Background: an optimization exercise with open tools, aiming at small area and a short achievable clock period. Do not read the settings as production practice.
In this exercise RTL edits were held to simulation tests only and were not proved equivalent to the original.
The flow treats the clock pin as an ideal source, which a real chip does not have.
No activity file was given, so power comes from the tool's default toggle rates.

File: flow/design.v
module regfile_4r2w (
  input  logic         clk,
  input  logic         rst,
  input  logic [19:0]  rd_addr,
  output logic [127:0] rd_data,
  input  logic [1:0]   wr_en,
  input  logic [9:0]   wr_addr,
  input  logic [63:0]  wr_data,
  output logic         ready,
  output logic         wr_conflict
);
  regfile_multiport #(
    .DATA_W(32), .ADDR_W(5), .NUM_RD(4), .NUM_WR(2), .ZERO_REG(1)
  ) u_rf (
    .clk(clk), .rst(rst), .rd_addr(rd_addr), .rd_data(rd_data), .wr_en(wr_en),
    .wr_addr(wr_addr), .wr_data(wr_data), .ready(ready), .wr_conflict(wr_conflict)
  );
endmodule

module regfile_mp_entry #(
  parameter int DATA_W = 32,
  parameter int NUM_WR = 2
) (
  input  logic                     clk,
  input  logic [NUM_WR-1:0]        wsel,
  input  logic                     hold_n,
  input  logic [NUM_WR*DATA_W-1:0] wdata,
  output logic [DATA_W-1:0]        q_n
);
  logic [DATA_W-1:0] keep;    
  logic [DATA_W-1:0] d_n;
  regfile_mp_nor2s #(.DATA_W(DATA_W)) u_keep (.a(q_n), .b(hold_n), .y(keep));
  regfile_mp_aoi #(.DATA_W(DATA_W), .NUM_WR(NUM_WR)) u_aoi (
    .sel(wsel), .data(wdata), .c(keep), .y_n(d_n)
  );
  always_ff @(posedge clk) begin
    q_n <= d_n;
  end
endmodule
module regfile_mp_nor2s #(
  parameter int DATA_W = 32
) (
  input  logic [DATA_W-1:0] a,
  input  logic              b,
  output logic [DATA_W-1:0] y
);
  assign y = ~(a | {DATA_W{b}});
endmodule
module regfile_mp_aoi #(
  parameter int DATA_W = 32,
  parameter int NUM_WR = 2
) (
  input  logic [NUM_WR-1:0]        sel,
  input  logic [NUM_WR*DATA_W-1:0] data,
  input  logic [DATA_W-1:0]        c,
  output logic [DATA_W-1:0]        y_n
);
  always_comb begin
    logic [DATA_W-1:0] y;
    y = c;
    for (int w = 0; w < NUM_WR; w++) begin
      y |= {DATA_W{sel[w]}} & data[w*DATA_W +: DATA_W];
    end
    y_n = ~y;
  end
endmodule
module regfile_mp_wctl #(
  parameter int NUM_WR = 2
) (
  input  logic              ready_n,
  input  logic [NUM_WR-1:0] lo_n,
  input  logic [NUM_WR-1:0] hi_n,
  output logic [NUM_WR-1:0] wsel,
  output logic              hold_n
);
  always_comb begin
    logic taken;
    taken = 1'b0;
    for (int w = NUM_WR - 1; w >= 0; w--) begin
      wsel[w] = !(lo_n[w] || hi_n[w] || ready_n || taken);
      taken   = taken || !(lo_n[w] || hi_n[w]);
    end
    hold_n = ready_n || taken;
  end
endmodule
module regfile_mp_predec #(
  parameter int N   = 2,
  parameter int EN  = 0,
  parameter int POL = 0
) (
  input  logic              en,
  input  logic [N-1:0]      a,
  input  logic [N-1:0]      a_n,
  output logic [(1<<N)-1:0] y
);
  always_comb begin
    for (int i = 0; i < (1 << N); i++) begin
      if (POL != 0) begin
        logic t;
        t = 1'b0;
        for (int b = 0; b < N; b++) begin
          t |= ((i >> b) & 1) ? a_n[b] : a[b];
        end
        y[i] = !t;
      end else begin
        logic t;
        t = (EN != 0) ? en : 1'b1;
        for (int b = 0; b < N; b++) begin
          t &= ((i >> b) & 1) ? a[b] : a_n[b];
        end
        y[i] = !t;
      end
    end
  end
endmodule
module regfile_mp_inv #(
  parameter int N = 1
) (
  input  logic [N-1:0] a,
  output logic [N-1:0] y
);
  assign y = ~a;
endmodule
module regfile_mp_rleaf #(
  parameter int DATA_W = 32,
  parameter int N      = 2
) (
  input  logic [N-1:0]        sel_n,
  input  logic [N*DATA_W-1:0] data_n,
  output logic [DATA_W-1:0]   y
);
  always_comb begin
    logic [DATA_W-1:0] t;
    t = '1;
    for (int k = 0; k < N; k++) begin
      t &= {DATA_W{sel_n[k]}} | data_n[k*DATA_W +: DATA_W];
    end
    y = ~t;
  end
endmodule
module regfile_mp_nor #(
  parameter int DATA_W = 32,
  parameter int N      = 2
) (
  input  logic [N*DATA_W-1:0] a,
  output logic [DATA_W-1:0]   y_n
);
  always_comb begin
    logic [DATA_W-1:0] t;
    t = '0;
    for (int k = 0; k < N; k++) begin
      t |= a[k*DATA_W +: DATA_W];
    end
    y_n = ~t;
  end
endmodule
module regfile_mp_nand #(
  parameter int DATA_W = 32,
  parameter int N      = 2
) (
  input  logic [N*DATA_W-1:0] a_n,
  output logic [DATA_W-1:0]   y
);
  always_comb begin
    logic [DATA_W-1:0] t;
    t = '1;
    for (int k = 0; k < N; k++) begin
      t &= a_n[k*DATA_W +: DATA_W];
    end
    y = ~t;
  end
endmodule
module regfile_mp_rbyp #(
  parameter int DATA_W = 32,
  parameter int NUM_WR = 2
) (
  input  logic [NUM_WR-1:0]        bsel,
  input  logic [NUM_WR*DATA_W-1:0] wdata,
  output logic [DATA_W-1:0]        y_n
);
  always_comb begin
    logic [DATA_W-1:0] y;
    y = '0;
    for (int w = 0; w < NUM_WR; w++) begin
      y |= {DATA_W{bsel[w]}} & wdata[w*DATA_W +: DATA_W];
    end
    y_n = ~y;
  end
endmodule
module regfile_mp_rout #(
  parameter int DATA_W = 32
) (
  input  logic [DATA_W-1:0] m_n,
  input  logic              men_n,
  input  logic [DATA_W-1:0] bw_n,
  output logic [DATA_W-1:0] y
);
  assign y = ~((m_n | {DATA_W{men_n}}) & bw_n);
endmodule
module regfile_mp_rctl #(
  parameter int ADDR_W = 5,
  parameter int NUM_WR = 2,
  parameter int FIRST  = 1
) (
  input  logic                     live,
  input  logic [ADDR_W-1:0]        ra,
  input  logic [NUM_WR-1:0]        wr_en,
  input  logic [NUM_WR*ADDR_W-1:0] wr_addr,
  output logic [NUM_WR-1:0]        bsel,
  output logic                     men_n
);
  always_comb begin
    logic taken;
    taken = 1'b0;
    for (int w = NUM_WR - 1; w >= 0; w--) begin
      bsel[w] = live && wr_en[w] && (wr_addr[w*ADDR_W +: ADDR_W] == ra) &&
                (ra >= ADDR_W'(FIRST)) && !taken;
      taken   = taken || bsel[w];
    end
    men_n = !(live && !taken);
  end
endmodule
module regfile_multiport #(
  parameter int DATA_W   = 32,
  parameter int ADDR_W   = 5,
  parameter int NUM_RD   = 2,
  parameter int NUM_WR   = 2,
  parameter int ZERO_REG = 1
) (
  input  logic                     clk,
  input  logic                     rst,
  input  logic [NUM_RD*ADDR_W-1:0] rd_addr,
  output logic [NUM_RD*DATA_W-1:0] rd_data,
  input  logic [NUM_WR-1:0]        wr_en,
  input  logic [NUM_WR*ADDR_W-1:0] wr_addr,
  input  logic [NUM_WR*DATA_W-1:0] wr_data,
  output logic                     ready,
  output logic                     wr_conflict
);
  localparam int DEPTH = 1 << ADDR_W;
  localparam int FIRST = (ZERO_REG != 0) ? 1 : 0;    
  localparam int NENT  = DEPTH - FIRST;               
  localparam int LO_W  = ADDR_W / 2;                  
  localparam int HI_W  = ADDR_W - LO_W;
  localparam int NLEAF = (NENT + 1) / 2;              
  localparam int NGRP  = (NLEAF + 3) / 4;             
  localparam int NPAIR = (NGRP + 1) / 2;              
  logic [ADDR_W-1:0] cnt;
  logic              live;
  logic [ADDR_W-1:0] ra [NUM_RD];
  logic [ADDR_W-1:0] wa [NUM_WR];
  logic [NENT*DATA_W-1:0] ent_n;
  for (genvar p = 0; p < NUM_RD; p++) begin : g_rd_unpack
    assign ra[p] = rd_addr[p*ADDR_W +: ADDR_W];
  end
  for (genvar w = 0; w < NUM_WR; w++) begin : g_wr_unpack
    assign wa[w] = wr_addr[w*ADDR_W +: ADDR_W];
  end
  always_ff @(posedge clk) begin
    if (rst) begin
      cnt   <= '0;
      ready <= 1'b0;
    end else if (!ready) begin
      cnt <= cnt + 1'b1;
      if (cnt == ADDR_W'(DEPTH - 1)) ready <= 1'b1;
    end
  end
  assign live = ready && !rst;
  always_ff @(posedge clk) begin
    wr_conflict <= 1'b0;
    if (live) begin
      for (int i = 0; i < NUM_WR; i++) begin
        for (int j = 0; j < NUM_WR; j++) begin
          if ((j > i) && wr_en[i] && wr_en[j] && (wa[i] == wa[j])) wr_conflict <= 1'b1;
        end
      end
    end
  end
  logic [(1<<LO_W)-1:0] wlo_n [NUM_WR];
  logic [(1<<HI_W)-1:0] whi_n [NUM_WR];
  logic                 ready_n;
  assign ready_n = !ready;
  for (genvar w = 0; w < NUM_WR; w++) begin : g_wdec
    logic [ADDR_W-1:0] wa_n;
    regfile_mp_inv #(.N(ADDR_W)) u_inv (.a(wa[w]), .y(wa_n));
    regfile_mp_predec #(.N(LO_W), .EN(1)) u_lo (
      .en(wr_en[w]), .a(wa[w][LO_W-1:0]), .a_n(wa_n[LO_W-1:0]), .y(wlo_n[w])
    );
    regfile_mp_predec #(.N(HI_W)) u_hi (
      .en(1'b1), .a(wa[w][ADDR_W-1:LO_W]), .a_n(wa_n[ADDR_W-1:LO_W]), .y(whi_n[w])
    );
  end
  for (genvar e = FIRST; e < DEPTH; e++) begin : g_ent
    logic [NUM_WR-1:0] lo_n;
    logic [NUM_WR-1:0] hi_n;
    logic [NUM_WR-1:0] wsel;
    logic              hold_n;
    for (genvar w = 0; w < NUM_WR; w++) begin : g_w
      assign lo_n[w] = wlo_n[w][e % (1 << LO_W)];
      assign hi_n[w] = whi_n[w][e >> LO_W];
    end
    regfile_mp_wctl #(.NUM_WR(NUM_WR)) u_ctl (
      .ready_n(ready_n), .lo_n(lo_n), .hi_n(hi_n), .wsel(wsel), .hold_n(hold_n)
    );
    regfile_mp_entry #(.DATA_W(DATA_W), .NUM_WR(NUM_WR)) u_ent (
      .clk(clk), .wsel(wsel), .hold_n(hold_n), .wdata(wr_data),
      .q_n(ent_n[(e-FIRST)*DATA_W +: DATA_W])
    );
  end
  for (genvar p = 0; p < NUM_RD; p++) begin : g_rd
    logic [(1<<LO_W)-1:0]    rlo;
    logic [(1<<HI_W)-1:0]    rhi;
    logic [ADDR_W-1:0]       ra_n;
    logic [DEPTH-1:0]        rrow_n;
    logic [NLEAF*DATA_W-1:0] leaf;
    logic [NGRP*DATA_W-1:0]  grp_n;
    logic [NPAIR*DATA_W-1:0] pair;
    logic [DATA_W-1:0]       m_n, bw_n, y;
    logic [NUM_WR-1:0]       bsel;
    logic                    men_n;
    regfile_mp_inv #(.N(ADDR_W)) u_inv (.a(ra[p]), .y(ra_n));
    regfile_mp_predec #(.N(LO_W), .POL(1)) u_lo (
      .en(1'b1), .a(ra[p][LO_W-1:0]), .a_n(ra_n[LO_W-1:0]), .y(rlo)
    );
    regfile_mp_predec #(.N(HI_W), .POL(1)) u_hi (
      .en(1'b1), .a(ra[p][ADDR_W-1:LO_W]), .a_n(ra_n[ADDR_W-1:LO_W]), .y(rhi)
    );
    for (genvar e = 0; e < DEPTH; e++) begin : g_dec
      assign rrow_n[e] = !(rlo[e % (1 << LO_W)] && rhi[e >> LO_W]);
    end
    for (genvar l = 0; l < NLEAF; l++) begin : g_leaf
      localparam int E0 = FIRST + 2 * l;
      localparam int N  = (DEPTH - E0 < 2) ? DEPTH - E0 : 2;
      regfile_mp_rleaf #(.DATA_W(DATA_W), .N(N)) u_leaf (
        .sel_n(rrow_n[E0 +: N]), .data_n(ent_n[(E0-FIRST)*DATA_W +: N*DATA_W]),
        .y(leaf[l*DATA_W +: DATA_W])
      );
    end
    for (genvar g = 0; g < NGRP; g++) begin : g_grp
      localparam int L0 = 4 * g;
      localparam int N  = (NLEAF - L0 < 4) ? NLEAF - L0 : 4;
      regfile_mp_nor #(.DATA_W(DATA_W), .N(N)) u_grp (
        .a(leaf[L0*DATA_W +: N*DATA_W]), .y_n(grp_n[g*DATA_W +: DATA_W])
      );
    end
    for (genvar k = 0; k < NPAIR; k++) begin : g_pair
      localparam int N = (NGRP - 2 * k < 2) ? NGRP - 2 * k : 2;
      regfile_mp_nand #(.DATA_W(DATA_W), .N(N)) u_pair (
        .a_n(grp_n[2*k*DATA_W +: N*DATA_W]), .y(pair[k*DATA_W +: DATA_W])
      );
    end
    regfile_mp_nor #(.DATA_W(DATA_W), .N(NPAIR)) u_m (.a(pair), .y_n(m_n));
    regfile_mp_rctl #(.ADDR_W(ADDR_W), .NUM_WR(NUM_WR), .FIRST(FIRST)) u_ctl (
      .live(live), .ra(ra[p]), .wr_en(wr_en), .wr_addr(wr_addr),
      .bsel(bsel), .men_n(men_n)
    );
    regfile_mp_rbyp #(.DATA_W(DATA_W), .NUM_WR(NUM_WR)) u_byp (
      .bsel(bsel), .wdata(wr_data), .y_n(bw_n)
    );
    regfile_mp_rout #(.DATA_W(DATA_W)) u_out (.m_n(m_n), .men_n(men_n), .bw_n(bw_n), .y(y));
    always_ff @(posedge clk) begin
      rd_data[p*DATA_W +: DATA_W] <= y;
    end
  end
endmodule
File: flow/flow/run.sh
#!/bin/bash
# ORFS layout (the standard.sh) with:
# - every combinational cell set to its smallest drive after floorplan
#   (flow/post_fp.tcl); timing repair upsizes where paths need it;
# - a structured placement seed (flow/pre_gp.tcl): storage flops in a
#   bit-column x entry-row grid, read-data flops in a band across the middle,
#   ports next to the logic they connect to; global placement places the rest
#   around the fixed flops, which are freed afterwards (flow/post_gp.tcl);
# - plain buffers (buf_2) on the ports instead of the delay cells
#   buffer_ports picks by default;
# - the resizer may change a cell's footprint when sizing it;
# - the synthesis buffers are removed before placement;
# - clock tree without dummy loads, larger sink clusters.
set -euo pipefail
here=$(pwd)
bash standard.sh \
  "BUFFER_PORTS_ARGS=-buffer_cell sky130_fd_sc_hd__buf_2" \
  "MATCH_CELL_FOOTPRINT=0" \
  "REMOVE_ABC_BUFFERS=1" \
  "CTS_ARGS=-sink_clustering_enable -repair_clock_nets -dont_use_dummy_load -sink_clustering_size 30 -sink_clustering_max_diameter 60" \
  "POST_FLOORPLAN_TCL=$here/flow/post_fp.tcl" \
  "PRE_GLOBAL_PLACE_TCL=$here/flow/pre_gp.tcl" \
  "POST_GLOBAL_PLACE_TCL=$here/flow/post_gp.tcl" \
  finish > standard.log 2>&1
File: flow/flow/post_fp.tcl
# Start from the smallest drive of every combinational cell: timing repair
# later upsizes only where a path needs it.
namespace eval pl_ds {
  proc main {} {
    set db [ord::get_db]
    set libs [$db getLibs]
    # smallest-area master per cell function name (name without the _N drive suffix)
    array set best {}
    foreach lib $libs {
      foreach m [$lib getMasters] {
        set n [$m getName]
        if {![regexp {^(sky130_fd_sc_hd__[a-z0-9]+)_([0-9]+)$} $n -> base drv]} continue
        set a [expr {[$m getWidth] * [$m getHeight]}]
        if {![info exists best($base)] || $a < [lindex $best($base) 1] || \
            ($a == [lindex $best($base) 1] && $drv < [lindex $best($base) 2])} {
          set best($base) [list $n $a $drv]
        }
      }
    }
    set n 0
    foreach inst [[ord::get_db_block] getInsts] {
      set m [$inst getMaster]
      if {[$m getType] ne "CORE"} continue
      set name [$m getName]
      if {![regexp {^(sky130_fd_sc_hd__[a-z0-9]+)_([0-9]+)$} $name -> base drv]} continue
      if {[regexp {__(df|edf|sdf|dl|conb|tap|clkbuf|buf)} $base]} continue
      if {![info exists best($base)]} continue
      set target [lindex $best($base) 0]
      if {$target ne $name} {
        replace_cell [$inst getName] $target
        incr n
      }
    }
    puts "post_fp: downsized $n cells"
  }
}
pl_ds::main
File: flow/flow/post_gp.tcl
# Free the flops fixed for global placement.
foreach inst [[ord::get_db_block] getInsts] {
  if {[$inst getPlacementStatus] eq "FIRM"} { $inst setPlacementStatus PLACED }
}
File: flow/flow/pre_gp.tcl
# Structured placement seed: storage flops in a bit-column x entry-row grid,
# read-data flops under their columns, control flops at the left, and the
# ports next to the logic they feed. The flops are fixed during global
# placement (so the rest is placed around them) and freed afterwards.
namespace eval pl {
  variable P
  proc env {name def} { if {[info exists ::env($name)]} { return $::env($name) } ; return $def }
  proc um {v} { variable P; return [expr {int(round($v * $P(dbu)))}] }
  proc snapx {x} { variable P; return [expr {$P(cx0) + (($x - $P(cx0)) / 460) * 460}] }
  proc put {inst x ri} {
    variable P
    set r [lindex $P(rows) $ri]
    $inst setOrient [lindex $r 1]
    $inst setLocation [snapx $x] [lindex $r 0]
    $inst setPlacementStatus FIRM
  }
  proc pin {name layer x y} {
    variable P
    place_pin -pin_name $name -layer $layer \
      -location [list [expr {double($x)/$P(dbu)}] [expr {double($y)/$P(dbu)}]] -force_to_die_boundary
  }
  proc main {} {
    variable P
    set block [ord::get_db_block]
    set P(dbu) [$block getDbUnitsPerMicron]
    set core [$block getCoreArea]
    set P(cx0) [$core xMin]; set cy0 [$core yMin]; set cx1 [$core xMax]; set cy1 [$core yMax]
    set cx0 $P(cx0)
    set die [$block getDieArea]
    set dy1 [$die yMax]
    set NB 32; set NE 31; set NP 4; set NW 2
    set WL [um [env PL_LEFT 20]]
    set HB [env PL_BOTTOM_ROWS 6]
    set rows {}
    foreach r [$block getRows] {
      lappend rows [list [lindex [$r getOrigin] 1] [$r getOrient]]
    }
    set P(rows) [lsort -integer -index 0 $rows]
    set nrows [llength $P(rows)]
    set cw [expr {double($cx1 - $cx0 - $WL) / $NB}]
    set slot [expr {double($nrows - $HB - 2) / $NE}]
    # read-data band in the middle: entries 1..MID below it
    set MID [env PL_MID 15]
    set B0 1
    set n 0
    set nctl 0
    foreach inst [$block getInsts] {
      set nm [string map {\\ {}} [$inst getName]]
      set master [[$inst getMaster] getName]
      if {![string match *df* $master]} continue
      if {[regexp {g_ent\[(\d+)\]\.u_ent\.q(?:_n)?\[(\d+)\]} $nm -> e i]} {
        # entries 1..MID below the band, the rest above it
        set x [expr {$cx0 + $WL + int(($i + 0.15) * $cw)}]
        if {$e <= $MID} {
          set ri [expr {$B0 + int(($e - 1 + 0.5) * $slot)}]
        } else {
          set ri [expr {$B0 + $HB + int(($e - 1 + 0.5) * $slot)}]
        }
        put $inst $x $ri; incr n
      } elseif {[regexp {rd_data\[(\d+)\]} $nm -> k]} {
        set p [expr {$k / $NB}]; set i [expr {$k % $NB}]
        set x [expr {$cx0 + $WL + int(($i + 0.15) * $cw)}]
        put $inst $x [expr {$B0 + int($MID * $slot) + 1 + $p}]; incr n
      } else {
        set x [expr {$cx0 + [um 2]}]
        put $inst $x [expr {$nrows / 2 + $nctl}]; incr nctl
      }
    }
    puts "pre_gp: placed $n array flops and $nctl control flops, column pitch [expr {$cw / $P(dbu)}] um, entry slot $slot rows"
    for {set p 0} {$p < $NP} {incr p} {
      for {set i 0} {$i < $NB} {incr i} {
        set x [expr {$cx0 + $WL + int(($i + 0.5) * $cw) + int(($p - 1.5) * [um 2.3])}]
        pin "rd_data\[[expr {$p * $NB + $i}]\]" met2 $x 0
      }
    }
    for {set w 0} {$w < $NW} {incr w} {
      for {set i 0} {$i < $NB} {incr i} {
        set x [expr {$cx0 + $WL + int(($i + 0.5) * $cw) + int(($w - 0.5) * [um 3])}]
        pin "wr_data\[[expr {$w * $NB + $i}]\]" met2 $x $dy1
      }
    }
    set left {}
    for {set k 0} {$k < 20} {incr k} { lappend left "rd_addr\[$k\]" }
    for {set k 0} {$k < 10} {incr k} { lappend left "wr_addr\[$k\]" }
    lappend left "wr_en\[0\]" "wr_en\[1\]" rst clk ready wr_conflict
    set pitch [um 6]
    set y0 [expr {($dy1 - [llength $left] * $pitch) / 2}]
    set k 0
    foreach name $left {
      pin $name met3 0 [expr {$y0 + $k * $pitch}]
      incr k
    }
  }
}
pl::main
File: flow/standard.sh
#!/bin/bash
# synth_recipe.tcl (not shown) runs the flow's synth.tcl, then flattens the netlist and writes it again
# the make line also repeats each setting of config.mk as NAME=value (left out here)
make -C /OpenROAD-flow-scripts/flow DESIGN_CONFIG=/design/flow/config.mk WORK_HOME=/design/flow/orfs CLKGATE_MAP_FILE= SYNTH_SCRIPT=/design/flow/synth_recipe.tcl "${@:-finish}"
File: flow/config.mk
export PLATFORM = sky130hd
export DESIGN_NAME = regfile_4r2w
export DESIGN_NICKNAME = regfile_4r2w
export VERILOG_FILES = /design/flow/design.v
export SDC_FILE = /design/flow/constraint.sdc
export NUM_CORES = 8
export LEC_CHECK = 0
export CAP_MARGIN = 20
export CORE_MARGIN = 2
export CORE_UTILIZATION = 45
export GPL_TIMING_DRIVEN = 0
export SETUP_SLACK_MARGIN = 2.0
export SLEW_MARGIN = 20
export SYNTH_HIERARCHICAL = 1
File: flow/constraint.sdc
create_clock -name core_clock -period 4.0 [get_ports {clk}]
set_input_delay 0.8000 -clock core_clock [delete_from_list [all_inputs] [get_ports {clk}]]
set_output_delay 0.8000 -clock core_clock [all_outputs]
set_load 0.01 [all_outputs]
==> results of run 1 <==
==> worst max path at each step <==
| stage | end | slack, ps | depth (start not counted) |
|---|---|---|---|
| global placement | u_rf.rd_data[62] | -4480 | 7 |
| floorplan | u_rf.g_ent[10].u_ent.q_n[31] | -2380 | 3 |
| detailed placement | u_rf.rd_data[63] | -10 | 9 |
| CTS | ready | 1780 | 2 |
==> power groups by stage <==
| stage | combinational [mW] | sequential [mW] | clock (mW) |
|---|---|---|---|
| after floorplan | 0.294 | 11.5 | 0 |
| after global placement | 1.03 | 11.5 | 0 |
| after detailed placement | 1.19 | 11.5 | 0 |
| after CTS | 1.71 | 11.2 | 11.1 |
==> stage by stage <==
stage	worst slack [ps]	hold WS (ps)
after CTS	1780	312
after detailed placement	-12.4	507
after global placement	-4480	490
after floorplan	-2380	470
==> layer usage <==
| metal | overflow | track usage [%] |
|---|---|---|
| met1 | 2 | 68.0 |
| met5 | 0 | 37.7 |
| met4 | 1 | 59.7 |
| met2 | 1 | 74.3 |
| met3 | 1 | 59.1 |
==> what timing repair did <==
| action | in CTS |
|---|---|
| setup endpoints to repair | 1250 |
| pin swaps | 245 |
| buffers inserted | 260 |
| hold endpoints to repair | 0 |
| gates resized for setup | 1461 |
| gates cloned | 81 |
==> run summary, run 1 <==
CTS buffer count=140; num ports=228; I/O Buffers=227; Die W=404 um; Initial Utilization=45.4%; clock tree root buffer cell=clkbuf_16; syn_area_per_cell=9.62 um^2; area of the mapped netlist=72,100 um^2; error message=[ERROR GRT-0232] Routing congestion too high. Check the congestion heatmap in the GUI.; status=aborted with a tool error; total congestion overflow=5; CTS Hold Bufs=0; total track usage=66.0%; cells after synthesis=7,495; largest net degree at the start of global routing=43; placed cells=9,435; CTS Sinks=1,127; Last stage=global routing; CTS max path bufs=3; post-DP HPWL=261 mm; Post-DP Area=64,900 um^2; Die H=404 um; YS warnings=27; H-tree lvl count=4; Rows=146
==> run 2, diff against run 1 <==
--- a/flow/design.v
+++ b/flow/design.v
@@ -68,7 +68,7 @@
   parameter int NUM_WR = 2
 ) (
-  input  logic              ready_n,
-  input  logic [NUM_WR-1:0] lo_n,
-  input  logic [NUM_WR-1:0] hi_n,
+  input  logic              rdy,
+  input  logic [NUM_WR-1:0] lo,
+  input  logic [NUM_WR-1:0] hi,
   output logic [NUM_WR-1:0] wsel,
   output logic              hold_n
@@ -78,8 +78,8 @@
     taken = 1'b0;
     for (int w = NUM_WR - 1; w >= 0; w--) begin
-      wsel[w] = !(lo_n[w] || hi_n[w] || ready_n || taken);
-      taken   = taken || !(lo_n[w] || hi_n[w]);
+      wsel[w] = lo[w] && hi[w] && rdy && !taken;
+      taken   = taken || (lo[w] && hi[w]);
     end
-    hold_n = ready_n || taken;
+    hold_n = !rdy || taken;
   end
 endmodule
@@ -98,5 +98,5 @@
       if (POL != 0) begin
         logic t;
-        t = 1'b0;
+        t = (EN != 0) ? !en : 1'b0;
         for (int b = 0; b < N; b++) begin
           t |= ((i >> b) & 1) ? a_n[b] : a[b];
@@ -199,14 +199,12 @@
 endmodule
 module regfile_mp_rctl #(
-  parameter int ADDR_W = 5,
-  parameter int NUM_WR = 2,
-  parameter int FIRST  = 1
+  parameter int NUM_WR = 2
 ) (
-  input  logic                     live,
-  input  logic [ADDR_W-1:0]        ra,
-  input  logic [NUM_WR-1:0]        wr_en,
-  input  logic [NUM_WR*ADDR_W-1:0] wr_addr,
-  output logic [NUM_WR-1:0]        bsel,
-  output logic                     men_n
+  input  logic              live,
+  input  logic              nz,
+  input  logic [NUM_WR-1:0] wr_en,
+  input  logic [NUM_WR-1:0] eq,
+  output logic [NUM_WR-1:0] bsel,
+  output logic              men_n
 );
   always_comb begin
@@ -214,6 +212,5 @@
     taken = 1'b0;
     for (int w = NUM_WR - 1; w >= 0; w--) begin
-      bsel[w] = live && wr_en[w] && (wr_addr[w*ADDR_W +: ADDR_W] == ra) &&
-                (ra >= ADDR_W'(FIRST)) && !taken;
+      bsel[w] = live && nz && wr_en[w] && eq[w] && !taken;
       taken   = taken || bsel[w];
     end
@@ -221,4 +218,13 @@
   end
 endmodule
+module regfile_mp_eq #(
+  parameter int N = 5
+) (
+  input  logic [N-1:0] a,
+  input  logic [N-1:0] b,
+  output logic         y
+);
+  assign y = (a == b);
+endmodule
 module regfile_multiport #(
   parameter int DATA_W   = 32,
@@ -244,7 +250,8 @@
   localparam int HI_W  = ADDR_W - LO_W;
   localparam int NLEAF = (NENT + 1) / 2;              
-  localparam int NGRP  = (NLEAF + 3) / 4;             
-  localparam int NPAIR = (NGRP + 1) / 2;              
+  localparam int NPAIR = (NLEAF + 1) / 2;             
+  localparam int NQUAD = (NPAIR + 3) / 4;             
   logic [ADDR_W-1:0] cnt;
+  logic              rdy;     
   logic              live;
   logic [ADDR_W-1:0] ra [NUM_RD];
@@ -266,5 +273,8 @@
     end
   end
-  assign live = ready && !rst;
+  always_ff @(posedge clk) begin
+    rdy <= !rst && (rdy || (cnt == ADDR_W'(DEPTH - 1)));
+  end
+  assign live = rdy && !rst;
   always_ff @(posedge clk) begin
     wr_conflict <= 1'b0;
@@ -277,29 +287,31 @@
     end
   end
-  logic [(1<<LO_W)-1:0] wlo_n [NUM_WR];
-  logic [(1<<HI_W)-1:0] whi_n [NUM_WR];
-  logic                 ready_n;
-  assign ready_n = !ready;
+  logic [(1<<LO_W)-1:0] wlo [NUM_WR];
+  logic [(1<<HI_W)-1:0] whi [NUM_WR];
   for (genvar w = 0; w < NUM_WR; w++) begin : g_wdec
     logic [ADDR_W-1:0] wa_n;
+    logic [(1<<LO_W)-1:0] wlo_n;
+    logic [(1<<HI_W)-1:0] whi_n;
     regfile_mp_inv #(.N(ADDR_W)) u_inv (.a(wa[w]), .y(wa_n));
     regfile_mp_predec #(.N(LO_W), .EN(1)) u_lo (
-      .en(wr_en[w]), .a(wa[w][LO_W-1:0]), .a_n(wa_n[LO_W-1:0]), .y(wlo_n[w])
+      .en(wr_en[w]), .a(wa[w][LO_W-1:0]), .a_n(wa_n[LO_W-1:0]), .y(wlo_n)
     );
     regfile_mp_predec #(.N(HI_W)) u_hi (
-      .en(1'b1), .a(wa[w][ADDR_W-1:LO_W]), .a_n(wa_n[ADDR_W-1:LO_W]), .y(whi_n[w])
+      .en(1'b1), .a(wa[w][ADDR_W-1:LO_W]), .a_n(wa_n[ADDR_W-1:LO_W]), .y(whi_n)
     );
+    regfile_mp_inv #(.N(1 << LO_W)) u_lo_inv (.a(wlo_n), .y(wlo[w]));
+    regfile_mp_inv #(.N(1 << HI_W)) u_hi_inv (.a(whi_n), .y(whi[w]));
   end
   for (genvar e = FIRST; e < DEPTH; e++) begin : g_ent
-    logic [NUM_WR-1:0] lo_n;
-    logic [NUM_WR-1:0] hi_n;
+    logic [NUM_WR-1:0] lo;
+    logic [NUM_WR-1:0] hi;
     logic [NUM_WR-1:0] wsel;
     logic              hold_n;
     for (genvar w = 0; w < NUM_WR; w++) begin : g_w
-      assign lo_n[w] = wlo_n[w][e % (1 << LO_W)];
-      assign hi_n[w] = whi_n[w][e >> LO_W];
+      assign lo[w] = wlo[w][e % (1 << LO_W)];
+      assign hi[w] = whi[w][e >> LO_W];
     end
     regfile_mp_wctl #(.NUM_WR(NUM_WR)) u_ctl (
-      .ready_n(ready_n), .lo_n(lo_n), .hi_n(hi_n), .wsel(wsel), .hold_n(hold_n)
+      .rdy(rdy), .lo(lo), .hi(hi), .wsel(wsel), .hold_n(hold_n)
     );
     regfile_mp_entry #(.DATA_W(DATA_W), .NUM_WR(NUM_WR)) u_ent (
@@ -314,16 +326,20 @@
     logic [DEPTH-1:0]        rrow_n;
     logic [NLEAF*DATA_W-1:0] leaf;
-    logic [NGRP*DATA_W-1:0]  grp_n;
-    logic [NPAIR*DATA_W-1:0] pair;
+    logic [NPAIR*DATA_W-1:0] pair_n;
+    logic [NQUAD*DATA_W-1:0] quad;
     logic [DATA_W-1:0]       m_n, bw_n, y;
     logic [NUM_WR-1:0]       bsel;
     logic                    men_n;
+    logic [(1<<LO_W)-1:0]    rlo_n;
+    logic [(1<<HI_W)-1:0]    rhi_n;
     regfile_mp_inv #(.N(ADDR_W)) u_inv (.a(ra[p]), .y(ra_n));
-    regfile_mp_predec #(.N(LO_W), .POL(1)) u_lo (
-      .en(1'b1), .a(ra[p][LO_W-1:0]), .a_n(ra_n[LO_W-1:0]), .y(rlo)
+    regfile_mp_predec #(.N(LO_W)) u_lo (
+      .en(1'b1), .a(ra[p][LO_W-1:0]), .a_n(ra_n[LO_W-1:0]), .y(rlo_n)
     );
-    regfile_mp_predec #(.N(HI_W), .POL(1)) u_hi (
-      .en(1'b1), .a(ra[p][ADDR_W-1:LO_W]), .a_n(ra_n[ADDR_W-1:LO_W]), .y(rhi)
+    regfile_mp_predec #(.N(HI_W)) u_hi (
+      .en(1'b1), .a(ra[p][ADDR_W-1:LO_W]), .a_n(ra_n[ADDR_W-1:LO_W]), .y(rhi_n)
     );
+    regfile_mp_inv #(.N(1 << LO_W)) u_lo_inv (.a(rlo_n), .y(rlo));
+    regfile_mp_inv #(.N(1 << HI_W)) u_hi_inv (.a(rhi_n), .y(rhi));
     for (genvar e = 0; e < DEPTH; e++) begin : g_dec
       assign rrow_n[e] = !(rlo[e % (1 << LO_W)] && rhi[e >> LO_W]);
@@ -337,21 +353,27 @@
       );
     end
-    for (genvar g = 0; g < NGRP; g++) begin : g_grp
-      localparam int L0 = 4 * g;
-      localparam int N  = (NLEAF - L0 < 4) ? NLEAF - L0 : 4;
-      regfile_mp_nor #(.DATA_W(DATA_W), .N(N)) u_grp (
-        .a(leaf[L0*DATA_W +: N*DATA_W]), .y_n(grp_n[g*DATA_W +: DATA_W])
+    for (genvar k = 0; k < NPAIR; k++) begin : g_pair
+      localparam int L0 = 2 * k;
+      localparam int N  = (NLEAF - L0 < 2) ? NLEAF - L0 : 2;
+      regfile_mp_nor #(.DATA_W(DATA_W), .N(N)) u_pair (
+        .a(leaf[L0*DATA_W +: N*DATA_W]), .y_n(pair_n[k*DATA_W +: DATA_W])
       );
     end
-    for (genvar k = 0; k < NPAIR; k++) begin : g_pair
-      localparam int N = (NGRP - 2 * k < 2) ? NGRP - 2 * k : 2;
-      regfile_mp_nand #(.DATA_W(DATA_W), .N(N)) u_pair (
-        .a_n(grp_n[2*k*DATA_W +: N*DATA_W]), .y(pair[k*DATA_W +: DATA_W])
+    for (genvar q = 0; q < NQUAD; q++) begin : g_quad
+      localparam int P0 = 4 * q;
+      localparam int N  = (NPAIR - P0 < 4) ? NPAIR - P0 : 4;
+      regfile_mp_nand #(.DATA_W(DATA_W), .N(N)) u_quad (
+        .a_n(pair_n[P0*DATA_W +: N*DATA_W]), .y(quad[q*DATA_W +: DATA_W])
       );
     end
-    regfile_mp_nor #(.DATA_W(DATA_W), .N(NPAIR)) u_m (.a(pair), .y_n(m_n));
-    regfile_mp_rctl #(.ADDR_W(ADDR_W), .NUM_WR(NUM_WR), .FIRST(FIRST)) u_ctl (
-      .live(live), .ra(ra[p]), .wr_en(wr_en), .wr_addr(wr_addr),
-      .bsel(bsel), .men_n(men_n)
+    regfile_mp_nor #(.DATA_W(DATA_W), .N(NQUAD)) u_m (.a(quad), .y_n(m_n));
+    logic [NUM_WR-1:0]       eq;
+    logic                    nz;
+    for (genvar w = 0; w < NUM_WR; w++) begin : g_eq
+      regfile_mp_eq #(.N(ADDR_W)) u_eq (.a(ra[p]), .b(wa[w]), .y(eq[w]));
+    end
+    assign nz = (FIRST > 0) ? rrow_n[0] : 1'b1;
+    regfile_mp_rctl #(.NUM_WR(NUM_WR)) u_ctl (
+      .live(live), .nz(nz), .wr_en(wr_en), .eq(eq), .bsel(bsel), .men_n(men_n)
     );
     regfile_mp_rbyp #(.DATA_W(DATA_W), .NUM_WR(NUM_WR)) u_byp (
==> flow/flow/run.sh (replaced) <==
#!/bin/bash
# ORFS layout (the standard.sh) with:
# - every combinational cell set to its smallest drive after floorplan, and
#   the decoder nets that fan out across the array given strong drivers
#   (flow/post_fp.tcl, flow/presize.tcl); timing repair upsizes the rest
#   where paths need it;
# - a structured placement seed (flow/pre_gp.tcl): storage flops in a
#   bit-column x entry-row grid, read-data flops in a band across the middle,
#   ports next to the logic they connect to; global placement places the rest
#   around the fixed flops, which are freed afterwards (flow/post_gp.tcl);
# - plain buffers on the ports (buf_4 on inputs, buf_2 on outputs, the
#   latter added in flow/pre_gp.tcl) instead of the delay cells buffer_ports
#   picks by default;
# - the resizer may change a cell's footprint when sizing it, and sizes with
#   1.5x the platform's wire parasitics estimate (flow/rc.tcl);
# - the synthesis buffers are removed before placement;
# - clock tree of clkbuf_16 without dummy loads, clusters of up to 24
#   flip-flops;
# - if the repair after global routing congests the routing, global routing
#   is redone without it.
set -euo pipefail
here=$(pwd)
args=(
  "BUFFER_PORTS_ARGS=-inputs -buffer_cell sky130_fd_sc_hd__buf_4"
  "MATCH_CELL_FOOTPRINT=0"
  "REMOVE_ABC_BUFFERS=1"
  "CTS_ARGS=-sink_clustering_enable -repair_clock_nets -dont_use_dummy_load -sink_clustering_size 24 -sink_clustering_max_diameter 100 -buf_list sky130_fd_sc_hd__clkbuf_16"
  "POST_FLOORPLAN_TCL=$here/flow/post_fp.tcl"
  "PRE_GLOBAL_PLACE_TCL=$here/flow/pre_gp.tcl"
  "POST_GLOBAL_PLACE_TCL=$here/flow/post_gp.tcl"
  "PRE_RESIZE_TCL=$here/flow/rc.tcl"
  "PRE_CTS_TCL=$here/flow/rc.tcl"
  "PRE_GLOBAL_ROUTE_TCL=$here/flow/rc.tcl"
)
bash standard.sh "${args[@]}" cts > standard_cts.log 2>&1
if ! bash standard.sh "${args[@]}" grt > standard_grt.log 2>&1; then
  bash standard.sh "${args[@]}" "SKIP_INCREMENTAL_REPAIR=1" grt > standard_grt_retry.log 2>&1
fi
bash standard.sh "${args[@]}" finish > standard_finish.log 2>&1
--- a/flow/flow/post_fp.tcl
+++ b/flow/flow/post_fp.tcl
@@ -36,2 +36,3 @@
 }
 pl_ds::main
+source [file join [file dirname [info script]] presize.tcl]
--- a/flow/flow/pre_gp.tcl
+++ b/flow/flow/pre_gp.tcl
@@ -41,5 +41,5 @@
     set slot [expr {double($nrows - $HB - 2) / $NE}]
     # read-data band in the middle: entries 1..MID below it
-    set MID [env PL_MID 15]
+    set MID [env PL_MID 16]
     set B0 1
     set n 0
@@ -94,2 +94,5 @@
 }
 pl::main
+# Output ports get small buffers here; the input ports get larger ones from
+# the flow's own buffer_ports call (BUFFER_PORTS_ARGS -inputs).
+buffer_ports -outputs -buffer_cell sky130_fd_sc_hd__buf_2
==> flow/flow/presize.tcl (new file) <==
# Drive strengths for the decoder nets that fan out across the array (the
# rest keeps the smallest drive; timing repair upsizes where needed).
namespace eval pl_ps {
  variable rules {
    {g_rd\[\d+\]\.rrow_n\[\d+\]$}        4
    {g_rd\[\d+\]\.rlo\[\d+\]$}           4
    {g_rd\[\d+\]\.rhi\[\d+\]$}           4
    {g_rd\[\d+\]\.ra_n\[\d+\]$}          2
    {g_ent\[\d+\]\.wsel\[\d+\]$}         4
    {g_ent\[\d+\]\.hold_n$}              4
    {wlo(_n)?\[\d+\]\[\d+\]$}            4
    {whi(_n)?\[\d+\]\[\d+\]$}            4
    {g_wdec\[\d+\]\.wa_n\[\d+\]$}       2
  }
  proc main {} {
    variable rules
    set db [ord::get_db]
    set n 0
    foreach net [[ord::get_db_block] getNets] {
      set nm [string map {\\ {}} [$net getName]]
      set drv ""
      foreach {pat size} $rules {
        if {[regexp $pat $nm]} { set drv $size; break }
      }
      if {$drv eq ""} continue
      foreach it [$net getITerms] {
        if {![$it isOutputSignal]} continue
        set inst [$it getInst]
        set m [[$inst getMaster] getName]
        if {![regexp {^(sky130_fd_sc_hd__[a-z0-9]+)_([0-9]+)$} $m -> base cur]} continue
        if {[regexp {__(df|conb)} $base]} continue
        set target "${base}_$drv"
        if {$target eq $m || [$db findMaster $target] eq "NULL"} continue
        replace_cell [$inst getName] $target
        incr n
      }
    }
    puts "presize: resized $n drivers"
  }
}
pl_ps::main
==> flow/flow/rc.tcl (new file) <==
# Pessimistic wire parasitics for the resizer's estimates: routed nets in this
# design extract about 1.5x the capacitance the platform's estimate gives.
foreach {layer c r} {met1 1.72375E-04 8.929e-04 met2 1.36233E-04 8.929e-04 met3 2.14962E-04 1.567e-04 met4 1.48128E-04 1.567e-04 met5 1.54087E-04 1.781e-05} {
  set_layer_rc -layer $layer -capacitance [expr {$c * 1.5}] -resistance [expr {$r * 1.5}]
}
set_wire_rc -signal -layer met1
set_wire_rc -clock -layer met3
--- a/flow/config.mk
+++ b/flow/config.mk
@@ -8,7 +8,7 @@
 export CAP_MARGIN = 20
 export CORE_MARGIN = 2
-export CORE_UTILIZATION = 45
+export CORE_UTILIZATION = 40
 export GPL_TIMING_DRIVEN = 0
-export SETUP_SLACK_MARGIN = 2.0
+export SETUP_SLACK_MARGIN = 1.9
 export SLEW_MARGIN = 20
 export SYNTH_HIERARCHICAL = 1
==> run summary, run 2 <==
status=no timing/DRC/antenna violations (was aborted with a tool error); antenna violations before repair=0; post_cts resized=698 (was 1,461); Antenna Cells=0; Post-DP Area=64,400 um^2 (was 64,900 um^2); power per cell area=284 nW/um^2; CP dominant cell by count=nor2_1; Setup CP Type=in -> reg; I/O Buffers=227 (unchanged); CTS Sinks=1,128 (was 1,127); maximum vdd drop=378 uV; Die W=424 um (was 404 um); CTS buffer count=58 (was 140); Max Cap Violations=0; antenna-violating nets left=0; final instance area=67,800 um^2; Rows=154 (was 146); core box area=176,000 um^2; Slew @ Worst Pin=631 ps; commonest non-fill, non-tap cell in the layout=nor2_1; final worst path period need=2620 ps; most frequent cells in the layout=nor2_1 (2,282), o22ai_1 (1,920), dfxtp_1 (997); Worst setup EP type=register; Slowest-stage cell, CP=nand4_1; CP Max Fanout=32; area of the multi-input gates=36,700 um^2; CP Launch Type=primary input; clock latency on the worst-skew pair=760 ps; Nets=7,811; post-DP HPWL=258 mm (was 261 mm); wire per inst=33.5 um; num ports=228 (unchanged); number of global-route vias before repair=64,800; Initial Utilization=40.2% (was 45.4%); largest reg by FF count=u_rf.g_ent.u_ent.q_n; total track usage=35.2%; max FFs per register=992; final worst-path cycle share=65.6%; total congestion overflow=0; Hold Crit Start=rst; Die H=424 um (was 404 um); slew margin rel.=57.8%; TritonCTS clock tree=done; crit path from=rd_addr[18]; fillcell total=18,000; Final setup viols=0; Crit Reg-Reg Startpoint=u_rf.g_ent[1].u_ent.q_n[0]; critical path data required time=4550 ps; worst path buffer plus inverter count=3; arrival time worst endpoint=3170 ps; cells after synthesis=8,094 (was 7,495); DRT Wirelength=337 mm; area of the mapped netlist=70,600 um^2 (was 72,100 um^2); YS warnings=25 (was 27); first-pass GRT wire length=475 mm; min-delay worst type=in -> reg; largest net degree at the start of global routing=44; Die Area=180,000 um^2; vias per inst=7.23; drt first pass iters=9; M1 WL=111 mm; Final Skew=52.4 ps; CTS Hold Bufs=0 (unchanged); routed length on met2=145 mm; Final Max Slew Viols=0; sequential standard cell area=22,800 um^2; largest registers=u_rf.g_ent.u_ent.q_n: 992 flops, u_rf.rd_data: 128 flops, u_rf.cnt: 5 flops; delay-heaviest family, CP=simple AND/OR/NAND/NOR gates; fmax=381 MHz; routed vias=72,600; top sig layer=met4; initial drt markers=14,500; metal3 WL=36.6 mm; final hold violations=0; syn_area_per_cell=8.73 um^2 (was 9.62 um^2); Cell Chain, Critical Path=buf_4 -> inv_2 -> nand3_1 -> inv_4 -> nand2_8 -> o22ai_1 -> nor2_1 -> nand4_1 -> nor2_1 -> o21ai_0; Lkg Pwr=18.5 nW; share of layout cells above drive strength 1=10.2%; CP peak stage delay=480 ps; post-CTS setup buffer count=17 (was 260); area delta synth->final=-4.00%; Post-route DRC=0; setup TNS=0 ps; CTS clock-pin slew for the worst setup and hold paths=110 ps
-- run 2: area by class of cell --
cell class	instances	share of cell area, %
timing repair buffer	262	5.02
inverter	106	0.856
multi-input combinational	6155	54.1
clock buffer	58	2.14
tap	2340	4.32
sequential	1128	33.5
-- run 2: layer usage --
layer / vias up / global-route usage, %
met1: 33800 / 40.5
li1: 30900 / -
met4: 0 / 37.0
met5: - / 0
met3: 1487 / 5.66
met2: 6464 / 54.0
-- run 2: final timing paths --
check                            endpoint  slack, ps  depth (start not counted)
max reg2reg              u_rf.rd_data[96]       1990                          5
min                           u_rf.cnt[0]        310                          2
min reg2reg  u_rf.g_ent[25].u_ent.q_n[16]        530                          2
max                      u_rf.rd_data[96]       1380                         10
-- run 2: metrics by stage --
stage	hold slack, ps	utilization [%]	setup WS (ps)	power (mW)	std cells
after detailed placement	511	36.6	1100	12.6	9974
after global routing	227	38.6	918	21.3	10000
after CTS	153	38.6	1720	20.8	10000
after global placement	492	36.3	-3740	12.6	9956
final	312	38.6	1380	19.3	10000
after floorplan	470	-	378	11.8	7389
-- run 2: where the power goes --
part / switching [mW] / total [mW] / internal [mW]
logic: 1.03 / 1.22 / 0.191
registers: 0.00215 / 11.2 / 11.2
clock network: 4.24 / 6.82 / 2.58
total: 5.27 / 19.3 / 14.0
==> run 3, diff against run 2 <==
--- a/flow/flow/run.sh
+++ b/flow/flow/run.sh
@@ -15,5 +15,5 @@
 #   1.5x the platform's wire parasitics estimate (flow/rc.tcl);
 # - the synthesis buffers are removed before placement;
-# - clock tree of clkbuf_16 without dummy loads, clusters of up to 24
+# - clock tree of clkbuf_16 without dummy loads, clusters of up to 20
 #   flip-flops;
 # - if the repair after global routing congests the routing, global routing
@@ -25,5 +25,5 @@
   "MATCH_CELL_FOOTPRINT=0"
   "REMOVE_ABC_BUFFERS=1"
-  "CTS_ARGS=-sink_clustering_enable -repair_clock_nets -dont_use_dummy_load -sink_clustering_size 24 -sink_clustering_max_diameter 100 -buf_list sky130_fd_sc_hd__clkbuf_16"
+  "CTS_ARGS=-sink_clustering_enable -repair_clock_nets -dont_use_dummy_load -sink_clustering_size 20 -sink_clustering_max_diameter 100 -buf_list sky130_fd_sc_hd__clkbuf_16"
   "POST_FLOORPLAN_TCL=$here/flow/post_fp.tcl"
   "PRE_GLOBAL_PLACE_TCL=$here/flow/pre_gp.tcl"
==> flow/flow/presize.tcl (replaced) <==
# Drive strengths for the nets that fan out across the array (the rest keeps
# the smallest drive; timing repair upsizes where needed): by net name for
# the predecoded address lines, and by fanout for everything else.
namespace eval pl_ps {
  variable rules {
    {g_rd\[\d+\]\.rlo\[\d+\]$}           4
    {g_rd\[\d+\]\.rhi\[\d+\]$}           4
    {g_rd\[\d+\]\.ra_n\[\d+\]$}          2
    {wlo(_n)?\[\d+\]\[\d+\]$}            8
    {whi(_n)?\[\d+\]\[\d+\]$}            4
    {g_wdec\[\d+\]\.wa_n\[\d+\]$}        2
  }
  proc resize {inst drv} {
    set db [ord::get_db]
    set m [[$inst getMaster] getName]
    if {![regexp {^(sky130_fd_sc_hd__[a-z0-9]+)_([0-9]+)$} $m -> base cur]} { return 0 }
    if {[regexp {__(df|conb|buf|clkbuf)} $base]} { return 0 }
    # largest available drive up to the one asked for
    for {set d $drv} {$d >= 1} {incr d -1} {
      set target "${base}_$d"
      if {[$db findMaster $target] ne "NULL"} break
    }
    if {$d <= $cur} { return 0 }
    replace_cell [$inst getName] $target
    return 1
  }
  proc main {} {
    variable rules
    set n 0
    foreach net [[ord::get_db_block] getNets] {
      set nm [string map {\\ {}} [$net getName]]
      set drv ""
      foreach {pat size} $rules {
        if {[regexp $pat $nm]} { set drv $size; break }
      }
      set fo 0
      set d ""
      foreach it [$net getITerms] {
        if {[$it isOutputSignal]} { set d [$it getInst] } elseif {[$it isInputSignal]} { incr fo }
      }
      if {$d eq ""} continue
      if {$drv eq ""} {
        if {$fo >= 40} { set drv 8 } elseif {$fo >= 10} { set drv 4 } else { continue }
      }
      incr n [resize $d $drv]
    }
    puts "presize: resized $n drivers"
  }
}
pl_ps::main
==> flow/flow/rc.tcl (replaced) <==
# Pessimistic signal wire parasitics for the resizer's estimates: routed
# signal nets in this design extract about 1.5x the capacitance the
# platform's estimate gives. The clock keeps the platform's estimate.
foreach {layer c r} {met1 1.72375E-04 8.929e-04 met2 1.36233E-04 8.929e-04 met3 2.14962E-04 1.567e-04 met4 1.48128E-04 1.567e-04 met5 1.54087E-04 1.781e-05} {
  set_layer_rc -layer $layer -capacitance [expr {$c * 1.5}] -resistance [expr {$r * 1.5}]
}
set_wire_rc -signal -layer met1
set_wire_rc -clock -resistance 1.567e-04 -capacitance 2.14962E-04
==> run summary, run 3 <==
area of the mapped netlist=70,600 um^2 (unchanged); Die Area=180,000 um^2 (unchanged); Setup CP Type=in -> reg (unchanged); min-delay worst type=in -> reg (unchanged); initial drt markers=14,800 (was 14,500); routed vias=73,800 (was 72,600); maximum vdd drop=288 uV (was 378 uV); CP Launch Type=primary input (unchanged); fin util=39.2% (was 38.6%); area delta synth->final=-2.43% (was -4.00%); Rows=154 (unchanged); commonest non-fill, non-tap cell in the layout=nor2_1 (unchanged); final worst-path cycle share=58.8% (was 65.6%); Max Cap Violations=0 (unchanged); placed cells=9,962 (was 9,974); syn_area_per_cell=8.73 um^2 (unchanged); I/O Buffers=227 (unchanged); num ports=228 (unchanged); slew margin rel.=45.1% (was 57.8%); Final setup viols=0 (unchanged); Die W=424 um (unchanged); Die H=424 um (unchanged); critical path data required time=4600 ps (was 4550 ps); power per cell area=290 nW/um^2 (was 284 nW/um^2); status=no timing/DRC/antenna violations (unchanged); reg2reg setup slack=2120 ps (was 1990 ps); crit path capture=u_rf.rd_data[65] (was u_rf.rd_data[96]); most frequent cells in the layout=nor2_1 (2,272), o22ai_1 (1,920), dfxtp_1 (1,112) (was nor2_1 (2,282), o22ai_1 (1,920), dfxtp_1 (997)); DRT Wirelength=354 mm (was 337 mm); total congestion overflow=0 (unchanged); largest registers=u_rf.g_ent.u_ent.q_n: 992 flops, u_rf.rd_data: 128 flops, u_rf.cnt: 5 flops (unchanged); total track usage=37.2% (was 35.2%); vias per inst=7.30 (was 7.23); fmax=425 MHz (was 381 MHz); arrival time worst endpoint=2950 ps (was 3170 ps); TritonCTS clock tree=done (unchanged); crit path from=rd_addr[13] (was rd_addr[18]); largest net degree at the start of global routing=42 (was 44); CP Max Fanout=8 (was 32); Initial Utilization=40.2% (unchanged); cells after synthesis=8,094 (unchanged); Crit Reg-Reg Startpoint=u_rf.rdy (was u_rf.g_ent[1].u_ent.q_n[0]); share of layout cells above drive strength 1=9.75% (was 10.2%); Nets=7,866 (was 7,811); Final Max Slew Viols=0 (unchanged); CTS Hold Bufs=0 (unchanged); Slew @ Worst Pin=823 ps (was 631 ps); number of global-route vias before repair=66,400 (was 64,800); Hold Crit Start=rst (unchanged); final cell count without fillers=10,100 (was 10,000); CTS clock-pin slew for the worst setup and hold paths=90 ps (was 110 ps); antenna-violating nets left=0 (unchanged); wire per inst=35.0 um (was 33.5 um); CTS Sinks=1,128 (unchanged); antenna violations before repair=2 (was 0); Lkg Pwr=17.6 nW (was 18.5 nW); final hold violations=0 (unchanged); Worst setup EP type=register (unchanged); YS warnings=25 (unchanged); post-DP HPWL=260 mm (was 258 mm); R2R Path End=u_rf.rd_data[4] (was u_rf.rd_data[96]); final worst path period need=2350 ps (was 2620 ps); Post-route DRC=0 (unchanged); CTS buffer count=67 (was 58); Final Skew=36.5 ps (was 52.4 ps); largest reg by FF count=u_rf.g_ent.u_ent.q_n (unchanged); post-CTS setup buffer count=48 (was 17); drt first pass iters=7 (was 9); post_cts resized=579 (was 698); max FFs per register=992 (unchanged); first-pass GRT wire length=495 mm (was 475 mm); core box area=176,000 um^2 (unchanged); R2R depth=6 (was 5); clock latency on the worst-skew pair=730 ps (was 760 ps)
==> run 3: area by class of cell <==
type,instances,area (um^2)
Fill cell,17800,107000
Multi-Input combinational cell,6181,38200
Sequential cell,1128,22600
Tap cell,2340,2930
Timing Repair Buffer,281,2770
Clock buffer,67,1680
Inverter,106,767
Timing Repair inverter,1,8.76
Antenna cell,1,2.50
==> run 3: where the power goes <==
group | internal, mW | switching, mW | leakage [nW]
combinational | 0.234 | 1.19 | 7.63
sequential | 11.2 | 0.00218 | 9.14
clock | 3.01 | 4.36 | 0.826
total | 14.5 | 5.56 | 17.6
==> run 3: worst max-delay path, cell delays in order <==
cell and delay [ps]:
buf_4 160, inv_2 80, nand3_4 180, bufinv_16 260, nand2_8 180, o22ai_1 130, nor2_1 400, nand4_1 430
nor2_1 180, o21ai_0 110
==> run 3: through the flow <==
step / area, um^2 / hold slack, ps / TNS [ps] / setup slack, ps / power (mW)
global route: 68900 / 246 / 0 / 1250 / 22.1
detailed placement: 64200 / 495 / 0 / 800 / 12.6
finish: 68900 / 328 / 0 / 1650 / 20.0
floorplan: 64000 / 470 / 0 / 378 / 11.8
CTS: 68900 / 308 / 0 / 1870 / 21.2
global placement: 64000 / 504 / -2448270 / -2360 / 12.6
==> run 3: worst min path at each step <==
stage | endpoint | slack [ps] | depth (start not counted)
floorplan | u_rf.cnt[4] | 470 | 2
finish | u_rf.rdy | 330 | 2
CTS | u_rf.rdy | 310 | 2
detailed placement | u_rf.cnt[4] | 490 | 2
global placement | u_rf.cnt[3] | 500 | 2
global route | u_rf.ready | 250 | 2
==> run 3: routing by layer <==
metal | track usage, % | share of wire, % | vias up | wire length (um)
li1 | - | - | 31100 | -
met4 | 35.5 | 12 | 4 | 42900
met5 | 0 | 0.0065 | - | 23
met2 | 55.5 | 42 | 6692 | 149000
met1 | 43.7 | 34 | 34400 | 120000
met3 | 8.51 | 12 | 1589 | 42600
==> run 4, diff against run 3 <==
--- a/flow/flow/run.sh
+++ b/flow/flow/run.sh
@@ -17,6 +17,5 @@
 # - clock tree of clkbuf_16 without dummy loads, clusters of up to 20
 #   flip-flops;
-# - if the repair after global routing congests the routing, global routing
-#   is redone without it.
+# - no timing repair after global routing (it congests the routing).
 set -euo pipefail
 here=$(pwd)
@@ -31,9 +30,5 @@
   "PRE_RESIZE_TCL=$here/flow/rc.tcl"
   "PRE_CTS_TCL=$here/flow/rc.tcl"
-  "PRE_GLOBAL_ROUTE_TCL=$here/flow/rc.tcl"
 )
 bash standard.sh "${args[@]}" cts > standard_cts.log 2>&1
-if ! bash standard.sh "${args[@]}" grt > standard_grt.log 2>&1; then
-  bash standard.sh "${args[@]}" "SKIP_INCREMENTAL_REPAIR=1" grt > standard_grt_retry.log 2>&1
-fi
-bash standard.sh "${args[@]}" finish > standard_finish.log 2>&1
+bash standard.sh "${args[@]}" "SKIP_INCREMENTAL_REPAIR=1" finish > standard_finish.log 2>&1
--- a/flow/flow/presize.tcl
+++ b/flow/flow/presize.tcl
@@ -4,4 +4,5 @@
 namespace eval pl_ps {
   variable rules {
+    {g_rd\[\d+\]\.quad\[\d+\]$}           2
     {g_rd\[\d+\]\.rlo\[\d+\]$}           4
     {g_rd\[\d+\]\.rhi\[\d+\]$}           4
==> flow/flow/rc.tcl (replaced) <==
# Pessimistic signal wire parasitics for the resizer's estimates: routed
# signal nets in this design extract about 1.25x the capacitance the
# platform estimate gives. The clock keeps the platform's estimate.
foreach {layer c r} {met1 1.72375E-04 8.929e-04 met2 1.36233E-04 8.929e-04 met3 2.14962E-04 1.567e-04 met4 1.48128E-04 1.567e-04 met5 1.54087E-04 1.781e-05} {
  set_layer_rc -layer $layer -capacitance [expr {$c * 1.25}] -resistance [expr {$r * 1.25}]
}
set_wire_rc -signal -layer met1
set_wire_rc -clock -resistance 1.567e-04 -capacitance 2.14962E-04
==> run summary, run 4 <==
status=no timing/DRC/antenna violations (unchanged); Rows=154 (unchanged); total congestion overflow=0 (unchanged); drt first pass iters=7 (unchanged); antenna-violating nets left=0 (unchanged); first-pass GRT wire length=522 mm (was 495 mm); maximum vdd drop=291 uV (was 288 uV); dpl ws=744 ps (was 800 ps); hold slack final=348 ps (was 328 ps); Post-route DRC=0 (unchanged); arrival time worst endpoint=2900 ps (was 2950 ps); Setup CP Type=in -> reg (unchanged); clock share of power=36.8% (about the same); wire per inst=36.7 um (was 35.0 um); total track usage=39.0% (was 37.2%); CP Max Fanout=32 (was 8); final instance area=69,500 um^2 (was 68,900 um^2); most frequent cells in the layout=nor2_1 (2,273), o22ai_1 (1,920), dfxtp_1 (1,126) (was nor2_1 (2,272), o22ai_1 (1,920), dfxtp_1 (1,112)); Final Worst Setup Slack=1690 ps (was 1650 ps); area delta synth->final=-1.63% (was -2.43%); YS warnings=25 (unchanged); sw power=5.51 mW (was 5.56 mW); post_cts resized=312 (was 579); final hold violations=0 (unchanged); vias per inst=7.49 (was 7.30); Flop pwr share=56.2% (was 56.1%); area of the mapped netlist=70,600 um^2 (unchanged); cells after synthesis=8,094 (unchanged); setup TNS=0 ps (unchanged); final worst-path cycle share=57.7% (was 58.8%); reg2reg setup slack=2060 ps (was 2120 ps); largest reg by FF count=u_rf.g_ent.u_ent.q_n (unchanged); Final Power=20.0 mW (about the same); Die W=424 um (unchanged); DRT Wirelength=370 mm (was 354 mm); post-DP HPWL=270 mm (was 260 mm); CP Launch Type=primary input (unchanged); CTS clock-pin slew for the worst setup and hold paths=80 ps (was 90 ps); CTS Sinks=1,128 (unchanged); largest net degree at the start of global routing=46 (was 42); Worst setup EP type=register (unchanged); core box area=176,000 um^2 (unchanged); Slew @ Worst Pin=752 ps (was 823 ps); Initial Utilization=40.2% (unchanged); slew margin rel.=49.7% (was 45.1%); Lkg Pwr=17.6 nW (about the same); Final Max Slew Viols=0 (unchanged); TritonCTS clock tree=done (unchanged); Die Area=180,000 um^2 (unchanged); commonest non-fill, non-tap cell in the layout=nor2_1 (unchanged); post-CTS setup buffer count=40 (was 48); Internal Power=14.4 mW (was 14.5 mW); CTS Hold Bufs=0 (unchanged); fin util=39.5% (was 39.2%); syn_area_per_cell=8.73 um^2 (unchanged); critical path data required time=4590 ps (was 4600 ps); fmax=433 MHz (was 425 MHz); share of layout cells above drive strength 1=12.5% (was 9.75%); power per cell area=287 nW/um^2 (was 290 nW/um^2); Final Skew=30.9 ps (was 36.5 ps); min-delay worst type=in -> reg (unchanged); routed vias=75,500 (was 73,800); max FFs per register=992 (unchanged); final cell count without fillers=10,100 (about the same); final worst path period need=2310 ps (was 2350 ps); Max Cap Violations=0 (unchanged); Final setup viols=0 (unchanged); placed cells=9,958 (was 9,962); CTS buffer count=67 (unchanged); clock latency on the worst-skew pair=710 ps (was 730 ps); Nets=7,844 (was 7,866); initial drt markers=14,000 (was 14,800); largest registers=u_rf.g_ent.u_ent.q_n: 992 flops, u_rf.rd_data: 128 flops, u_rf.cnt: 5 flops (unchanged); switch share=27.6% (was 27.8%); Post-DP Area=65,700 um^2 (was 64,200 um^2); I/O Buffers=227 (unchanged); antenna violations before repair=2 (unchanged); fillcell total=17,700 (was 17,800); Die H=424 um (unchanged); num ports=228 (unchanged); Comb power frac=7.0% (was 7.1%); number of global-route vias before repair=69,800 (was 66,400)
==> run 4: layout make-up <==
type / count / area (um^2) / area share [%]
Antenna cell: 1 / 2.50 / 0.00360
Clock buffer: 67 / 1680 / 2.41
Inverter: 106 / 673 / 0.969
Multi-Input combinational cell: 6172 / 39400 / 56.7
Sequential cell: 1128 / 22600 / 32.5
Tap cell: 2340 / 2930 / 4.21
Timing Repair Buffer: 269 / 2250 / 3.23
==> run 4: worst paths after layout <==
check             depth (start not counted)                           end                         start
hold / removal                            2                    u_rf.ready                           rst
setup / recovery                          7              u_rf.rd_data[20]                    wr_addr[5]
setup reg to reg                          9              u_rf.rd_data[82]                      u_rf.rdy
hold reg to reg                           2  u_rf.g_ent[21].u_ent.q_n[13]  u_rf.g_ent[21].u_ent.q_n[13]
==> run 4: worst max-delay path, cell delays in order <==
cell and delay [ps]:
buf_4 170, xnor2_1 180, nand3_1 130, nor3_4 600
and4_4 680, a22oi_1 130, o21ai_0 140
==> run 4: power by group through the flow <==
stage,clock [mW],combinational [mW],sequential [mW]
2_1_floorplan,0,0.307,11.5
3_3_place_gp,0,1.16,11.5
3_5_place_dp,0,1.19,11.5
4_1_cts,7.88,1.45,11.2
5_1_grt,7.80,1.40,11.2
6_report,7.34,1.39,11.2
==> run 4: routing by layer <==
metal	global-route usage (%)	routed length, um	part of all wire, %	vias to the layer above
li1	-	-	-	31000
met1	45.3	126000	34	36100
met2	59.4	158000	43	6744
met3	6.82	38900	11	1688
met4	40.0	47100	13	4
met5	0.106	39	0.011	-
==> run 5, diff against run 4 <==
--- a/flow/flow/run.sh
+++ b/flow/flow/run.sh
@@ -12,6 +12,5 @@
 #   latter added in flow/pre_gp.tcl) instead of the delay cells buffer_ports
 #   picks by default;
-# - the resizer may change a cell's footprint when sizing it, and sizes with
-#   1.5x the platform's wire parasitics estimate (flow/rc.tcl);
+# - the resizer may change a cell's footprint when sizing it;
 # - the synthesis buffers are removed before placement;
 # - clock tree of clkbuf_16 without dummy loads, clusters of up to 20
@@ -28,6 +27,4 @@
   "PRE_GLOBAL_PLACE_TCL=$here/flow/pre_gp.tcl"
   "POST_GLOBAL_PLACE_TCL=$here/flow/post_gp.tcl"
-  "PRE_RESIZE_TCL=$here/flow/rc.tcl"
-  "PRE_CTS_TCL=$here/flow/rc.tcl"
 )
 bash standard.sh "${args[@]}" cts > standard_cts.log 2>&1
removed: flow/flow/rc.tcl
==> run summary, run 5 <==
CTS buffer count=67 (unchanged); area of the mapped netlist=70,600 um^2 (unchanged); Initial Utilization=40.2% (unchanged); status=no timing/DRC/antenna violations (unchanged); Final setup viols=0 (unchanged); most frequent cells in the layout=nor2_1 (2,282), o22ai_1 (1,920), dfxtp_1 (1,126) (was nor2_1 (2,273), o22ai_1 (1,920), dfxtp_1 (1,126)); cells after synthesis=8,094 (unchanged); Worst Hold Depth=2 (unchanged); share of layout cells above drive strength 1=12.1% (was 12.5%); reg2reg setup slack=1830 ps (was 2060 ps); Nets=7,828 (was 7,844); area delta synth->final=-3.58% (was -1.63%); Max Cap Violations=0 (unchanged); commonest non-fill, non-tap cell in the layout=nor2_1 (unchanged); Post-route DRC=0 (unchanged); arrival time worst endpoint=3130 ps (was 2900 ps); CTS Hold Bufs=0 (unchanged); num ports=228 (unchanged); TritonCTS clock tree=done (unchanged); final worst-path cycle share=62.7% (was 57.7%); final hold violations=0 (unchanged); Final Max Slew Viols=0 (unchanged); vias per inst=7.47 (was 7.49); maximum vdd drop=301 uV (was 291 uV); max FFs per register=992 (unchanged); largest net degree at the start of global routing=49 (was 46); min-delay worst type=in -> reg (unchanged); total track usage=38.5% (was 39.0%); wire per inst=36.3 um (was 36.7 um); fmax=399 MHz (was 433 MHz); syn_area_per_cell=8.73 um^2 (unchanged); DRT Wirelength=366 mm (was 370 mm); I/O Buffers=227 (unchanged); Die H=424 um (unchanged); Setup CP Type=in -> reg (unchanged); largest registers=u_rf.g_ent.u_ent.q_n: 992 flops, u_rf.rd_data: 128 flops, u_rf.cnt: 5 flops (unchanged); CTS Sinks=1,128 (unchanged); largest reg by FF count=u_rf.g_ent.u_ent.q_n (unchanged); antenna violations before repair=0 (was 2); Lkg Pwr=18.5 nW (was 17.6 nW); post-DP HPWL=270 mm (about the same); antenna-violating nets left=0 (unchanged); power per cell area=292 nW/um^2 (was 287 nW/um^2); Final Worst Setup Slack=1490 ps (was 1690 ps); number of global-route vias before repair=69,100 (was 69,800); post_cts resized=81 (was 312); total congestion overflow=0 (unchanged); final instance area=68,100 um^2 (was 69,500 um^2); Final Skew=46.1 ps (was 30.9 ps); dpl ws=760 ps (was 744 ps); R2R depth=9 (unchanged); Die Area=180,000 um^2 (unchanged); Crit Reg-Reg Startpoint=u_rf.rdy (unchanged); Worst setup EP type=register (unchanged); crit path from=rd_addr[13] (was wr_addr[5]); first-pass GRT wire length=516 mm (was 522 mm); fillcell total=17,700 (about the same); CTS max path bufs=3; YS warnings=25 (unchanged); CTS clock-pin slew for the worst setup and hold paths=100 ps (was 80 ps); drt first pass iters=8 (was 7); initial drt markers=14,600 (was 14,000); Post-DP Area=65,700 um^2 (about the same); routed vias=75,200 (was 75,500); core box area=176,000 um^2 (unchanged); final worst path period need=2510 ps (was 2310 ps); H-tree lvl count=3; Die W=424 um (unchanged); Worst Hold Path EP=u_rf.cnt[0] (was u_rf.ready); hold slack final=313 ps (was 348 ps); Rows=154 (unchanged); slew margin rel.=46.5% (was 49.7%); clock tree root buffer cell=clkbuf_16; R2R Path End=u_rf.rd_data[70] (was u_rf.rd_data[82]); CP Max Fanout=32 (unchanged); Slew @ Worst Pin=802 ps (was 752 ps); critical path data required time=4630 ps (was 4590 ps); Hold Crit Start=rst (unchanged); clock latency on the worst-skew pair=760 ps (was 710 ps); post-CTS setup buffer count=32 (was 40); CP Launch Type=primary input (unchanged)
## run 5: area by class of cell
type,count,area [um^2],share of cell area (%)
Antenna cell,1,2.50,0.00367
Timing Repair Buffer,262,1960,2.87
Multi-Input combinational cell,6163,38300,56.3
Clock buffer,67,1680,2.46
Inverter,106,618,0.907
Tap cell,2340,2930,4.30
Sequential cell,1128,22600,33.2
## run 5: worst max-delay path by stage
stage | endpoint | slack, ps
floorplan | u_rf.rd_data[0] | 380
global placement | u_rf.rd_data[95] | -2250
detailed placement | u_rf.rd_data[64] | 760
CTS | rd_data[112] | 1900
global route | u_rf.rd_data[70] | 1560
finish | u_rf.rd_data[89] | 1490
## run 5: critical path, cell delays in order
cell and delay (ps):
buf_4 160, inv_2 70, nand3_1 500, inv_4 160
nand2_4 450, o22ai_1 180, nor2_1 330, nand4_2 190
nor2_1 120, o21ai_0 80
## run 5: per-stage QoR
stage / cells / utilization, % / total power [mW] / setup TNS (ps)
2_1_floorplan: 7389 / - / 11.8 / 0
3_3_place_gp: 9956 / 37.3 / 12.6 / -2277000
3_5_place_dp: 9958 / 37.4 / 12.7 / 0
4_1_cts: 10100 / 38.8 / 19.9 / 0
5_1_grt: 10100 / 38.8 / 20.3 / 0
6_report: 10100 / 38.8 / 19.9 / 0
## run 5: routing by layer
| layer | track usage [%] | wire length (um) | up-vias |
|---|---|---|---|
| met1 | 44.5 | 123000 | 36000 |
| met4 | 39.8 | 47400 | 0 |
| met3 | 6.08 | 37400 | 1650 |
| met2 | 59.2 | 157000 | 6638 |
| li1 | - | - | 30900 |
| met5 | 0.0529 | 0 | - |
## run 5: power breakdown
part	switching (mW)	internal, mW
combinational	1.08	0.189
clock	4.40	3.00
sequential	0.00247	11.2
total	5.48	14.4

Re-timed with assumed drivers on the ports (clkbuf_16 on the clock, buf_2 on other inputs), run 5 has 1.534 ns of setup slack against 1.492 ns with ideal ports, and 0.732 ns once port delays also move by the mid clock arrival of 0.802 ns.
